What follows belongs to an exercise in optimizing a design on an open flow for small area; a production flow would make more cautious choices.
Only simulation tests tie the RTL to the original design; equivalence was not proved.
No activity file was given, so power comes from the tool's default toggle rates.

==> design.v <==
`timescale 1ns/1ps
`default_nettype none
module toy_correlator (
  input  logic       vis_clock,
  input  logic       vis_reset,
  input  logic       sig_valid_i,
  input  logic [3:0] sig_idata_i,
  input  logic [3:0] sig_qdata_i,
  input  logic       m_tready_i,
  output logic       vis_start_o,
  output logic       vis_frame_o,
  output logic       m_tvalid_o,
  output logic [7:0] m_tdata_o,
  output logic       m_tlast_o,
  output logic       vis_overflow_o
);
  localparam logic [11:0] BASE_A = {2'd2, 2'd1, 2'd1, 2'd0, 2'd0, 2'd0};
  localparam logic [11:0] BASE_B = {2'd3, 2'd3, 2'd2, 2'd3, 2'd2, 2'd1};
  logic [2:0] wcnt;      
  logic [1:0] blk;       
  logic       rst_d;     
  logic       block_done;
  logic       frame_end;
  assign block_done = sig_valid_i && (wcnt == 3'd7);
  assign frame_end  = block_done && (blk == 2'd3) && !vis_reset;
  always_ff @(posedge vis_clock) begin
    rst_d <= vis_reset;
    if (vis_reset) begin
      wcnt        <= '0;
      blk         <= '0;
      vis_start_o <= 1'b0;
      vis_frame_o <= 1'b0;
    end else begin
      if (sig_valid_i) wcnt <= wcnt + 1'b1;
      if (block_done) blk <= blk + 1'b1;
      vis_start_o <= block_done && !vis_frame_o;
      if (block_done) vis_frame_o <= 1'b1;
    end
  end
  logic [6:0] pend;
  logic [2:0] ph;
  logic       strobe;
  logic [5:0] sel;
  logic       wr;
  logic       wr_last;
  assign strobe  = pend[6] && (ph == 3'd1);
  assign wr      = strobe && !pend[0];
  assign wr_last = strobe && !pend[5];
  always_comb begin
    for (int k = 0; k < 6; k++) sel[k] = strobe && pend[k+1] && !pend[k];
  end
  always_ff @(posedge vis_clock) begin
    ph <= frame_end ? 3'd0 : ph + 1'b1;
    if (vis_reset) begin
      pend <= '0;
    end else if (frame_end) begin
      pend <= '1;
    end else if (strobe) begin
      pend <= {pend[5:0], 1'b0};
    end
  end
  logic [5:0] inc_f;
  logic [5:0] inc_g;
  logic [5:0] cnt_f [6];
  logic [5:0] cnt_g [6];
  always_comb begin
    for (int k = 0; k < 6; k++) begin
      logic ai, aq, bi, bq, e;
      ai = sig_idata_i[BASE_A[2*k +: 2]];
      aq = sig_qdata_i[BASE_A[2*k +: 2]];
      bi = sig_idata_i[BASE_B[2*k +: 2]];
      bq = sig_qdata_i[BASE_B[2*k +: 2]];
      e  = bi ^ bq;
      inc_f[k] = sig_valid_i && (bi ^ (e ? ai : aq));
      inc_g[k] = sig_valid_i && (e ? (aq ^ bq) : (ai ^ bi));
    end
  end
  genvar gk;
  generate
    for (gk = 0; gk < 6; gk++) begin : g_base
      localparam int PW = (gk == 5) ? 4 : 3;
      logic [PW-1:0] pnd_f;
      logic [PW-1:0] pnd_g;
      logic          take;
      logic          hold;
      assign take = sel[gk] || rst_d;
      assign hold = pend[gk+1] && !sel[gk];   
      always_ff @(posedge vis_clock) begin
        cnt_f[gk] <= (take ? 6'(pnd_f) : cnt_f[gk]) + 6'(inc_f[gk] && !hold);
        cnt_g[gk] <= (take ? 6'(pnd_g) : cnt_g[gk]) + 6'(inc_g[gk] && !hold);
        if (vis_reset || frame_end) begin
          pnd_f <= '0;
          pnd_g <= '0;
        end else begin
          pnd_f <= pnd_f + PW'(inc_f[gk] && pend[gk+1]);
          pnd_g <= pnd_g + PW'(inc_g[gk] && pend[gk+1]);
        end
      end
    end
  endgenerate
  logic [12:0] wr_word;
  always_comb begin
    wr_word = '0;
    for (int k = 0; k < 6; k++) begin
      if (sel[k]) wr_word[12:1] = wr_word[12:1] | {cnt_f[k], cnt_g[k]};
    end
    wr_word[0] = wr_last;
  end
  logic [12:0] mem [8];
  logic [2:0]  wp;
  logic [2:0]  rp;
  logic        full;
  logic        q_valid;
  logic        push;
  logic        pop;
  logic        busy;
  assign q_valid = full || (wp != rp);
  assign push    = wr && !full;
  assign pop     = q_valid && !busy;
  always_ff @(posedge vis_clock) begin
    if (push) mem[wp] <= wr_word;
  end
  always_ff @(posedge vis_clock) begin
    if (vis_reset) begin
      wp             <= '0;
      rp             <= '0;
      full           <= 1'b0;
      vis_overflow_o <= 1'b0;
    end else begin
      if (push) wp <= wp + 1'b1;
      if (pop) rp <= rp + 1'b1;
      full <= full ? !pop : (push && !pop && (3'(wp + 1'b1) == rp));
      if (wr && full) vis_overflow_o <= 1'b1;
    end
  end
  logic [2:0]  idx;
  logic [11:0] sw;
  logic        slast;
  logic [6:0]  dv;
  always_ff @(posedge vis_clock) begin
    if (vis_reset) begin
      busy <= 1'b0;
      idx  <= '0;
    end else if (pop) begin
      busy <= 1'b1;
      idx  <= '0;
    end else if (busy && m_tready_i) begin
      idx <= idx + 1'b1;
      if (idx == 3'd7) busy <= 1'b0;
    end
  end
  always_ff @(posedge vis_clock) begin
    if (pop) {sw, slast} <= mem[rp];
  end
  assign dv = idx[2] ? (7'd32 - 7'(sw[11:6]) - 7'(sw[5:0]))
                     : (7'(sw[5:0]) - 7'(sw[11:6]));
  assign m_tvalid_o = busy;
  assign m_tdata_o  = (idx[1:0] == 2'd0) ? {dv, 1'b0} : {8{dv[6]}};
  assign m_tlast_o  = busy && slast && (idx == 3'd7);
endmodule
`default_nettype wire
==> run.sh <==
#!/bin/bash
# synth_recipe.tcl (not shown) runs the flow's synth.tcl, then flattens the netlist and writes it again
# the make line also repeats each setting of config.mk as NAME=value (left out here)
make -C /OpenROAD-flow-scripts/flow DESIGN_CONFIG=/design/flow/config.mk WORK_HOME=/design/flow/orfs CLKGATE_MAP_FILE= SYNTH_SCRIPT=/design/flow/synth_recipe.tcl finish
==> config.mk <==
export PLATFORM = sky130hd
export DESIGN_NAME = toy_correlator
export DESIGN_NICKNAME = toy_correlator
export VERILOG_FILES = /design/flow/design.v
export SDC_FILE = /design/flow/constraint.sdc
export NUM_CORES = 4
export LEC_CHECK = 0
export CAP_MARGIN = 20
export CORE_MARGIN = 2
export CORE_UTILIZATION = 60
export CTS_BUF_LIST = sky130_fd_sc_hd__clkbuf_4 sky130_fd_sc_hd__clkbuf_8
export SLEW_MARGIN = 20
==> constraint.sdc <==
create_clock -name core_clock -period 6.0 [get_ports {vis_clock}]
set_input_delay 1.2000 -clock core_clock [delete_from_list [all_inputs] [get_ports {vis_clock}]]
set_output_delay 1.2000 -clock core_clock [all_outputs]
set_load 0.01 [all_outputs]
==> results of run 1 <==
[final cells by class]
| cell class | count | share of cell area, % |
|---|---|---|
| tap | 265 | 2.494 |
| clock inverter | 14 | 0.7623 |
| multi-input combinational | 708 | 39.92 |
| timing repair buffer | 36 | 2.484 |
| inverter | 32 | 0.9034 |
| sequential | 257 | 47.53 |
| clock buffer | 62 | 5.901 |
[path summary, 6_finish.rpt]
kind / to / depth (start not counted)
setup / recovery: m_tdata_o[6] / 9
hold / removal: vis_start_o / 1
setup reg to reg: cnt_f[1][4] / 11
hold reg to reg: vis_start_o / 1
[worst register-to-register path, cell delays in order (launching register included)]
cell	delay [ns]
dfxtp_1	0.36
ha_1	0.23
nand3b_4	0.22
nor3_2	0.75
or2_0	0.72
nand2_1	0.11
nand2_1	0.09
ha_1	0.22
ha_1	0.21
nand3_1	0.11
xor2_1	0.14
nor2_1	0.05
[power by group]
| group | total [W] | switching, W | internal [W] | leakage [nW] |
|---|---|---|---|---|
| sequential | 0.00198 | 0.0000869 | 0.00190 | 2.07 |
| combinational | 0.000705 | 0.000324 | 0.000381 | 2.61 |
| clock | 0.00157 | 0.000684 | 0.000888 | 0.472 |
| total | 0.00426 | 0.00110 | 0.00317 | 5.15 |
[metrics by stage]
stage | hold WS, ns | total power (W) | setup slack [ns]
global route | 0.4933 | 0.004465 | 1.413
floorplan | 0.4215 | 0.002512 | 2.668
finish | 0.4549 | 0.004262 | 1.550
CTS | 0.4597 | 0.004311 | 1.501
detailed placement | 0.4460 | 0.002737 | 2.092
global placement | 0.4390 | 0.002729 | 2.157
[sequential cells by signal, indices dropped and copies added, names as in the netlist]
name / flops
blk: 2
busy: 1
cnt_f: 36
cnt_g: 36
full: 1
g_base.pnd_f: 19
g_base.pnd_g: 19
idx: 3
mem: 104
pend: 7
ph: 3
rp: 3
rst_d: 1
slast: 1
sw: 12
vis_frame_o: 1
vis_overflow_o: 1
vis_start_o: 1
wcnt: 3
wp: 3
[cells by family (layout without fill, tap and decap cells)]
family | Yosys count | in the layout
compound gates | 127 | 127
flops | 257 | 257
buf+inv | 76 | 144
mux | 84 | 84
simple gates | 345 | 345
xor+xnor | 75 | 75
fa+ha+maj | 77 | 77
[layer usage]
layer / vias to the layer above / track usage (%) / wire length, um
li1: 3804 / - / -
met1: 3659 / 30.46 / 10590
met2: 122 / 40.81 / 12130
met3: 41 / 3.899 / 880
met4: 0 / 6.634 / 495
met5: - / 0 / 0
[cells in the final DEF (no fill, tap or decap), types with 7 or more instances in the layout]
cell type,Yosys,layout
clkbuf_4,0,11
nand2_1,122,122
a21oi_1,28,26
edfxtp_1,117,117
clkdlybuf4s50_1,0,24
nand2b_1,12,12
and2_1,24,24
mux4_2,26,26
inv_1,31,31
mux2_2,20,20
mux2i_1,38,38
xnor2_1,39,39
dfxtp_1,140,139
nor2_1,89,89
o211ai_1,14,14
a22oi_1,36,36
nor3_2,6,8
xor2_1,36,36
nand3_1,50,50
ha_1,75,75
buf_4,4,12
o21ai_0,23,23
nor3_1,9,7
clkbuf_8,0,51
==> impl_metrics.ini, run 1 <==
[sta]
clock_skew_ns = 0.01302
min_period_ns = 4.450
worstMarginPinSlew_ns = 1.066
fmax_mhz = 224.7
timing.slew.headroom_pct = 28.94
drv_slew = 0
final_hold_viol_count = 0
rsz0062_at_grt = no
timing.final.crit_share_pct = 74.16
fin_tns_setup_ns = 0
setup_viol = 0

[critical_path]
critPathCaptureType = output pin
arrival_ns = 3.25
crit_slowest_cell = clkdlybuf4s50_1
reg2reg_from = ph[0]
cp_top_family = adder cells
worstPathCellList = inv_1 -> ha_1 -> ha_1 -> a21o_1 -> a21o_1 -> nor2_1 -> mux2i_1 -> o32a_1 -> clkdlybuf4s50_1
cp.required_ns = 4.80
worst-path-buf-inv = 2
slowest_delay_ns = 0.53
reg2reg_slack_ns = 2.64
startpoint_type = flop
worstSetupPathType = reg -> out
cp_max_fo = 5
cp-startpoint = sw[4]

[yosys]
synth.distinct_cells = 54
synth_top_cell_by_area = edfxtp_1
synth_xor_area_share_pct = 5.506
synthSimpleGateAreaFrac_pct = 13.57
synth-seq-cells = 257
synth_top_cells_by_count = dfxtp_1, nand2_1, edfxtp_1
seq_area_frac_synth_pct = 52.94
synthFlopType = dfxtp_1
synth_area_per_cell_um2 = 11.46
synthTopCellsByArea = edfxtp_1, dfxtp_1, ha_1, mux4_2, nand2_1
yosys_warnings = 3
synth_nets = 1130
async_reset_ff_share_pct = 0
synthAdderAreaFrac_pct = 8.201
synth_compound_area_share_pct = 7.027
synth_most_common_cell = dfxtp_1
synth_top_family_by_area = simple AND/OR/NAND/NOR gates
synth.top_cell.area_share_pct = 29.45
synthCells = 1041
synth_edf_count = 117
muxShareOfSynthArea_pct = 9.984
syn_area_um2 = 11930

[die]
die-area_um2 = 21030
start_util_pct = 61.30
fp-row-count = 51
io_pins = 25
die_h_um = 145.0
die_w_um = 145.0
core_area_um2 = 19460

[clock_network]
htree_levels = 2
cts_sinks = 257
cts_tree = yes
cts_root_buf = clkbuf_8
clk_path_buf_depth = 3
path_clk_slew_ns = 0.06
postCtsSetupRepairBufs = 0
numCtsBuffers = 43
cts_hold_buf = 0
ctsResizeCount = 0
clock_latency_ns = 0.55

[pwr]
p_leak_nw = 5.148
ir_drop_uv = 187.9
p_per_area_nw_per_um2 = 320.6

[cells_and_area]
stdcell_count = 1374
num_antenna_cells = 0
drive_above_1_share_pct = 13.62
final_area_um2 = 13300
nFillCells = 1467
final_util_pct = 68.31
multiInputGateArea_um2 = 5308
seq_area_um2 = 6320
nets = 1167
synthToLayoutAreaGrowth_pct = 11.44

[global_route]
antenna_found_initial = 0
grt_pass1_vias = 7335
grt_start_max_net_pins = 30
grtUsageTotal_pct = 23.46
grt_overflow = 0
grt_pass1_wl_mm = 39.04

[placed_design]
placed_cell_area_um2 = 12400
gp_congestion = 0.7907
numPortBuffers = 24
dp_cells = 1298
dp.final_hpwl_mm = 16.77

[routing]
wire_per_inst_um = 17.54
vias = 7626
vias_per_cell = 5.550
firstDrtPassIters = 5
drtAntennaViolNets = 0
drc = 0
drtIter0Drc = 323
routed_wl_mm = 24.10

[min_path]
hp-start = vis_frame_o
min_path_type = reg -> reg

[run]
cap_violations = 0

[outcome]
status = timing/DRC/antenna clean
==> run 2, diff against run 1 <==
--- a/config.mk
+++ b/config.mk
@@ -8,5 +8,6 @@
 export CAP_MARGIN = 20
 export CORE_MARGIN = 2
 export CORE_UTILIZATION = 60
-export CTS_BUF_LIST = sky130_fd_sc_hd__clkbuf_4 sky130_fd_sc_hd__clkbuf_8
+export CTS_BUF_LIST = sky130_fd_sc_hd__clkbuf_2 sky130_fd_sc_hd__clkbuf_4
+export CTS_CLUSTER_SIZE = 30
 export SLEW_MARGIN = 20
==> impl_metrics.ini, run 2 <==
[outcome]
status = timing/DRC/antenna clean

[sta]
timing.slew.headroom_pct = 29.79
min_period_ns = 4.568
fmax_mhz = 218.9
fin_tns_setup_ns = 0
setup_viol = 0
rsz0062_at_grt = no
final_hold_viol_count = 0
clock_skew_ns = 0.03243
drv_slew = 0
worstMarginPinSlew_ns = 1.053
timing.final.crit_share_pct = 76.13

[global_route]
grt-busiest-layer = met2
grt_overflow = 0
grt_start_max_net_pins = 30
grt_pass1_vias = 7517
antenna_found_initial = 2
use_met1_pct = 30.06
use_met3_pct = 5.252
grt_pass1_wl_mm = 39.29
met2_usage_pct = 40.69
grtUsageTotal_pct = 23.77

[pwr]
p_total_w = 0.004173
p_leak_nw = 5.175
p_per_area_nw_per_um2 = 314.8
p_sw_share_pct = 26.43
p_int_w = 0.003070
clkPwrFrac_pct = 35.6
ir_drop_uv = 224.1
p_comb_share_pct = 16.9
p_sw_w = 0.001103
p_seq_share_pct = 47.5

[yosys]
synthCells = 1041
async_reset_ff_share_pct = 0
synth_area_per_cell_um2 = 11.46
synth.top_cell.area_share_pct = 29.45
synth-seq-cells = 257
synthFlopType = dfxtp_1
synth_edf_count = 117
synthTopCellsByArea = edfxtp_1, dfxtp_1, ha_1, mux4_2, nand2_1
yosys_warnings = 3
seq_area_frac_synth_pct = 52.94
synth_top_cells_by_count = dfxtp_1, nand2_1, edfxtp_1
synth_nets = 1130
synth_most_common_cell = dfxtp_1
syn_area_um2 = 11930
synth.distinct_cells = 54
synth_top_cell_by_area = edfxtp_1

[min_path]
min_path_type = reg -> reg

[cells_and_area]
top_regs = mem: 104 flops, cnt_f: 36 flops, cnt_g: 36 flops
synthToLayoutAreaGrowth_pct = 11.10
regMostFlops = mem
multiInputGateArea_um2 = 5308
nFillCells = 1528
layout_commonest_cell = dfxtp_1
largest_reg_flops = 104
final_cell_mix = dfxtp_1, nand2_1, edfxtp_1, clkbuf_4, nor2_1
nets = 1192
seq_area_um2 = 6320
drive_above_1_share_pct = 16.38

[run]
cap_violations = 0

[critical_path]
critPathCaptureType = output pin
cp.required_ns = 4.80
startpoint_type = flop
worstPathCellList = inv_1 -> ha_1 -> ha_1 -> a21o_1 -> a21o_1 -> nor2_1 -> mux2i_1 -> o32a_1 -> clkdlybuf4s50_1
worstSetupPathType = reg -> out
crit_slowest_cell = clkdlybuf4s50_1
cp_top_family = adder cells
slowest_delay_ns = 0.53
cp_max_fo = 5
arrival_ns = 3.37
worst-path-buf-inv = 2

[routing]
firstDrtPassIters = 5
vias_per_cell = 5.551
drtAntennaViolNets = 0
vias = 7855
wire_per_inst_um = 17.21
drtIter0Drc = 329
drc = 0
routed_wl_mm = 24.35

[clock_network]
path_clk_slew_ns = 0.06
clk_path_buf_depth = 3
cts_sinks = 257
htree_levels = 3
clock_latency_ns = 0.68
ctsResizeCount = 0
cts_root_buf = clkbuf_4
postCtsSetupRepairBufs = 0
cts_hold_buf = 0
cts_tree = yes
numCtsBuffers = 68

[die]
die_w_um = 145.0
io_pins = 25
start_util_pct = 61.30
die-area_um2 = 21030
fp-row-count = 51
core_area_um2 = 19460
die_h_um = 145.0

[placed_design]
gp_congestion = 0.7907
dp.final_hpwl_mm = 16.77
numPortBuffers = 24
-- run 2: cell counts after synthesis --
Identical to the previous run, type by type.
-- run 2: area by class of cell --
cell class | count | area share (%)
inverters | 32 | 0.9063
multi-input cells | 708 | 40.05
well taps | 265 | 2.502
diodes | 2 | 0.03776
repair buffers | 36 | 2.492
clock buffers | 98 | 5.551
clock inverters | 17 | 0.7835
flip-flops and latches | 257 | 47.68
-- run 2: cell families (layout without fill, tap and decap cells) --
logic type | count (synthesis) | after routing | synth area share, %
fa+ha+maj | 77 | 77 | 8.201
simple gates | 345 | 345 | 13.57
xor+xnor | 75 | 75 | 5.506
other cells | 0 | 2 | 0
compound gates | 127 | 127 | 7.027
buf+inv | 76 | 183 | 2.769
flops | 257 | 257 | 52.94
mux | 84 | 84 | 9.984
-- run 2: worst register-to-register path, stage by stage, from the launching register on --
cell and delay, ns:
dfxtp_1 0.36, ha_1 0.23, nand3b_4 0.22, nor3_2 0.74, or2_0 0.73, nand2_1 0.11, nand2_1 0.09, ha_1 0.22
ha_1 0.21, nand3_1 0.11, xor2_1 0.14, nor2_1 0.05
-- run 2: path summary, 6_finish.rpt --
path	startpoint	to	slack, ns	cells after the start
max	sw[4]	m_tdata_o[6]	1.43	9
min	ph[0]	ph[0]	0.46	1
max reg2reg	ph[0]	cnt_f[1][4]	2.63	11
min reg2reg	ph[0]	ph[0]	0.46	1
-- run 2: per-stage QoR --
stage               area, um2  std cells  worst slack [ns]  util, %  hold WS (ns)
floorplan               11930       1041             2.668        -        0.4215
global placement        12400       1298             2.157    63.71        0.4390
detailed placement      12400       1298             2.092    63.71        0.4460
CTS                     13240       1413             1.372    68.02        0.4624
global route            13250       1415             1.262    68.10        0.4933
finish                  13250       1415             1.432    68.10        0.4600
-- run 2: power by group through the flow --
stage / combinational, W / sequential (W) / clock (W)
after floorplan: 0.000553 / 0.00196 / 0
after global placement: 0.000709 / 0.00202 / 0
after detailed placement: 0.000714 / 0.00202 / 0
after CTS: 0.000717 / 0.00198 / 0.00152
after global routing: 0.000774 / 0.00200 / 0.00162
final: 0.000704 / 0.00198 / 0.00148
-- run 2: metal layers --
metal  share of wire, %  up-vias  wire length [um]
met5                  0        -                 0
met4                1.7        0               418
met3                3.9       31               954
met2                 51      180             12390
met1                 43     3759             10580
li1                   -     3885                 -
==> run 3, diff against run 2 <==
--- a/config.mk
+++ b/config.mk
@@ -7,7 +7,5 @@
 export LEC_CHECK = 0
 export CAP_MARGIN = 20
 export CORE_MARGIN = 2
-export CORE_UTILIZATION = 60
-export CTS_BUF_LIST = sky130_fd_sc_hd__clkbuf_2 sky130_fd_sc_hd__clkbuf_4
-export CTS_CLUSTER_SIZE = 30
+export CORE_UTILIZATION = 40
 export SLEW_MARGIN = 20
==> impl_metrics.ini, run 3 <==
[yosys]
synthCells = 1041
synth_nets = 1130
synth_edf_count = 117
synth_area_per_cell_um2 = 11.46
synth_top_cells_by_count = dfxtp_1, nand2_1, edfxtp_1
synth.top_cell.area_share_pct = 29.45
seq_area_frac_synth_pct = 52.94
synth-seq-cells = 257
syn_area_um2 = 11930
async_reset_ff_share_pct = 0
synth.distinct_cells = 54
synth_top_cell_by_area = edfxtp_1
yosys_warnings = 3
synthTopCellsByArea = edfxtp_1, dfxtp_1, ha_1, mux4_2, nand2_1
synthFlopType = dfxtp_1
synth_most_common_cell = dfxtp_1

[sta]
timing.slew.headroom_pct = 25.41
drv_slew = 0
min_period_ns = 4.476
fin_tns_setup_ns = 0
final_hold_viol_count = 0
clock_skew_ns = 0.01729
worstMarginPinSlew_ns = 1.119
fin_ws_ns = 1.524
fmax_mhz = 223.4
rsz0062_at_grt = no
setup_viol = 0
timing.final.crit_share_pct = 74.61

[outcome]
status = timing/DRC/antenna clean

[clock_network]
htree_levels = 1
cts_tree = yes
path_clk_slew_ns = 0.06
clk_path_buf_depth = 3
postCtsSetupRepairBufs = 0
cts_hold_buf = 0
cts_sinks = 257
ctsResizeCount = 0
clock_latency_ns = 0.54
cts_root_buf = clkbuf_16
numCtsBuffers = 29

[critical_path]
critPathCaptureType = output pin
arrival_ns = 3.28
worstSetupPathType = reg -> out
reg2reg_depth = 12
startpoint_type = flop
cp_max_fo = 5
r2r-end = cnt_g[5][4]
cp.required_ns = 4.80
reg2reg_slack_ns = 2.92
reg2reg_from = ph[0]

[run]
cap_violations = 0

[routing]
vias_per_cell = 5.108
routed_wl_mm = 24.29
vias = 7550
wire_per_inst_um = 16.43
firstDrtPassIters = 5
drtIter0Drc = 446
drc = 0
drtAntennaViolNets = 0

[cells_and_area]
stdcell_count = 1478
synthToLayoutAreaGrowth_pct = 13.06
largest_reg_flops = 104
multiInputGateArea_um2 = 5301
num_antenna_cells = 0
final_cell_mix = dfxtp_1, nand2_1, edfxtp_1, nor2_1, ha_1
top_regs = mem: 104 flops, cnt_f: 36 flops, cnt_g: 36 flops
regMostFlops = mem
nets = 1155
nFillCells = 2772
seq_area_um2 = 6317
drive_above_1_share_pct = 11.21
layout_commonest_cell = dfxtp_1

[die]
io_pins = 25
fp-row-count = 63
die_w_um = 176.7
die_h_um = 176.7
die-area_um2 = 31220
core_area_um2 = 29480
start_util_pct = 40.47

[pwr]
p_sw_share_pct = 24.95
clkPwrFrac_pct = 38.7
p_sw_w = 0.001094
p_seq_share_pct = 44.1
p_total_w = 0.004386
p_comb_share_pct = 17.2
ir_drop_uv = 161.8
p_int_w = 0.003292
p_leak_nw = 5.126
p_per_area_nw_per_um2 = 325.2

[global_route]
grt_overflow = 0
grt_pass1_vias = 7380
antenna_found_initial = 0
grt_pass1_wl_mm = 39.21
grtUsageTotal_pct = 15.79
grt_start_max_net_pins = 31

[min_path]
hold_path_depth = 1
hp-start = ph[0]
worstHoldEndpoint = ph[0]
min_path_type = reg -> reg

[placed_design]
dp.final_hpwl_mm = 16.75
numPortBuffers = 24
dp_cells = 1424
dp_slack_ns = 2.126
gp_congestion = 0.7776
==> run 3: changes by cell type in the layout (fill, tap and decap cells not counted), moves of 3 or more <==
cell       previous run  this run
clkbuf_4             98         0
inv_2                 4         1
clkbuf_1              0         5
nor2_2                0         3
clkbuf_16             0        29
nor2_1               89        86
==> run 3: power groups by stage <==
stage	registers, W	clock network [W]	logic (W)
6_report	0.00193	0.00170	0.000756
5_1_grt	0.00194	0.00181	0.000843
4_1_cts	0.00194	0.00174	0.000761
3_5_place_dp	0.00197	0	0.000756
3_3_place_gp	0.00197	0	0.000747
2_1_floorplan	0.00196	0	0.000553
==> run 3: routing by layer <==
| layer | vias to the layer above | share of wire (%) | track usage, % |
|---|---|---|---|
| met5 | - | 0 | 0 |
| met4 | 0 | 2.3 | 4.201 |
| met3 | 43 | 3.3 | 1.804 |
| met2 | 110 | 49 | 28.11 |
| met1 | 3626 | 45 | 20.35 |
| li1 | 3771 | - | - |
==> run 3: per-stage QoR <==
step / hold slack (ns) / area (um2) / utilization, %
2_1_floorplan: 0.4215 / 11930 / -
3_3_place_gp: 0.4381 / 12560 / 42.62
3_5_place_dp: 0.4482 / 12560 / 42.62
4_1_cts: 0.4615 / 13480 / 45.71
5_1_grt: 0.4698 / 13490 / 45.75
6_report: 0.4494 / 13490 / 45.75
==> run 3: cells by family after synthesis <==
| group | synth area share (%) |
|---|---|
| DFF | 52.94 |
| xor gates and xnor gates | 5.506 |
| adders and majority gates | 8.201 |
| and+or+nand+nor | 13.57 |
| muxes | 9.984 |
| buffers and inverters | 2.769 |
| AOI/OAI and AO/OA | 7.027 |
==> run 3: area by class of cell <==
cell class	instances	area share [%]
clock inverter	19	1.243
timing repair buffer	38	2.588
clock buffer	34	5.519
tap	390	3.618
multi-input combinational	708	39.30
sequential	257	46.84
inverter	32	0.8905
==> run 3: worst max path at each step <==
stage          startpoint            to  slack [ns]
6_report            sw[4]  m_tdata_o[6]        1.52
5_1_grt            sw[10]  m_tdata_o[6]        1.32
4_1_cts             sw[4]  m_tdata_o[6]        1.52
3_5_place_dp        sw[4]  m_tdata_o[6]        2.13
3_3_place_gp        sw[4]  m_tdata_o[6]        2.14
2_1_floorplan       sw[4]  m_tdata_o[4]        2.67
==> run 3: critical path: stages, from the launching register on <==
cell and delay, ns:
edfxtp_1 0.36, inv_1 0.05, ha_1 0.33, ha_1 0.35, a21o_1 0.21, a21o_1 0.20, nor2_1 0.13, mux2i_1 0.39
o32a_1 0.20, clkdlybuf4s50_1 0.53

## re-timing with driven ports
The results above use ideal ports. As a check the final layouts listed here were re-extracted and re-timed, cells and wires unchanged.
Step 1 assumes that a clkbuf_16 drives the clock port and a buf_2 every other input.
Step 2, shift: input delay + t, output delay - t, t = (earliest + latest rising clock arrival at the registers) / 2. This alone moves slack from input paths to output paths.
a / b / c = ideal ports / drivers / drivers and shift; a / b = the first two.
run | t (ns) | setup WS [ns] | clock arrival spread, ns | worst data-port slew with drivers (ns)
run 1 | 0.585 | 1.550 / 1.507 / 2.092 | 0.013 / 0.013 | 0.03
run 2 | 0.704 | 1.432 / 1.390 / 2.094 | 0.033 / 0.034 | 0.03
run 3 | 0.583 | 1.524 / 1.476 / 2.059 | 0.018 / 0.018 | 0.03
After both steps every run listed still meets setup and hold.
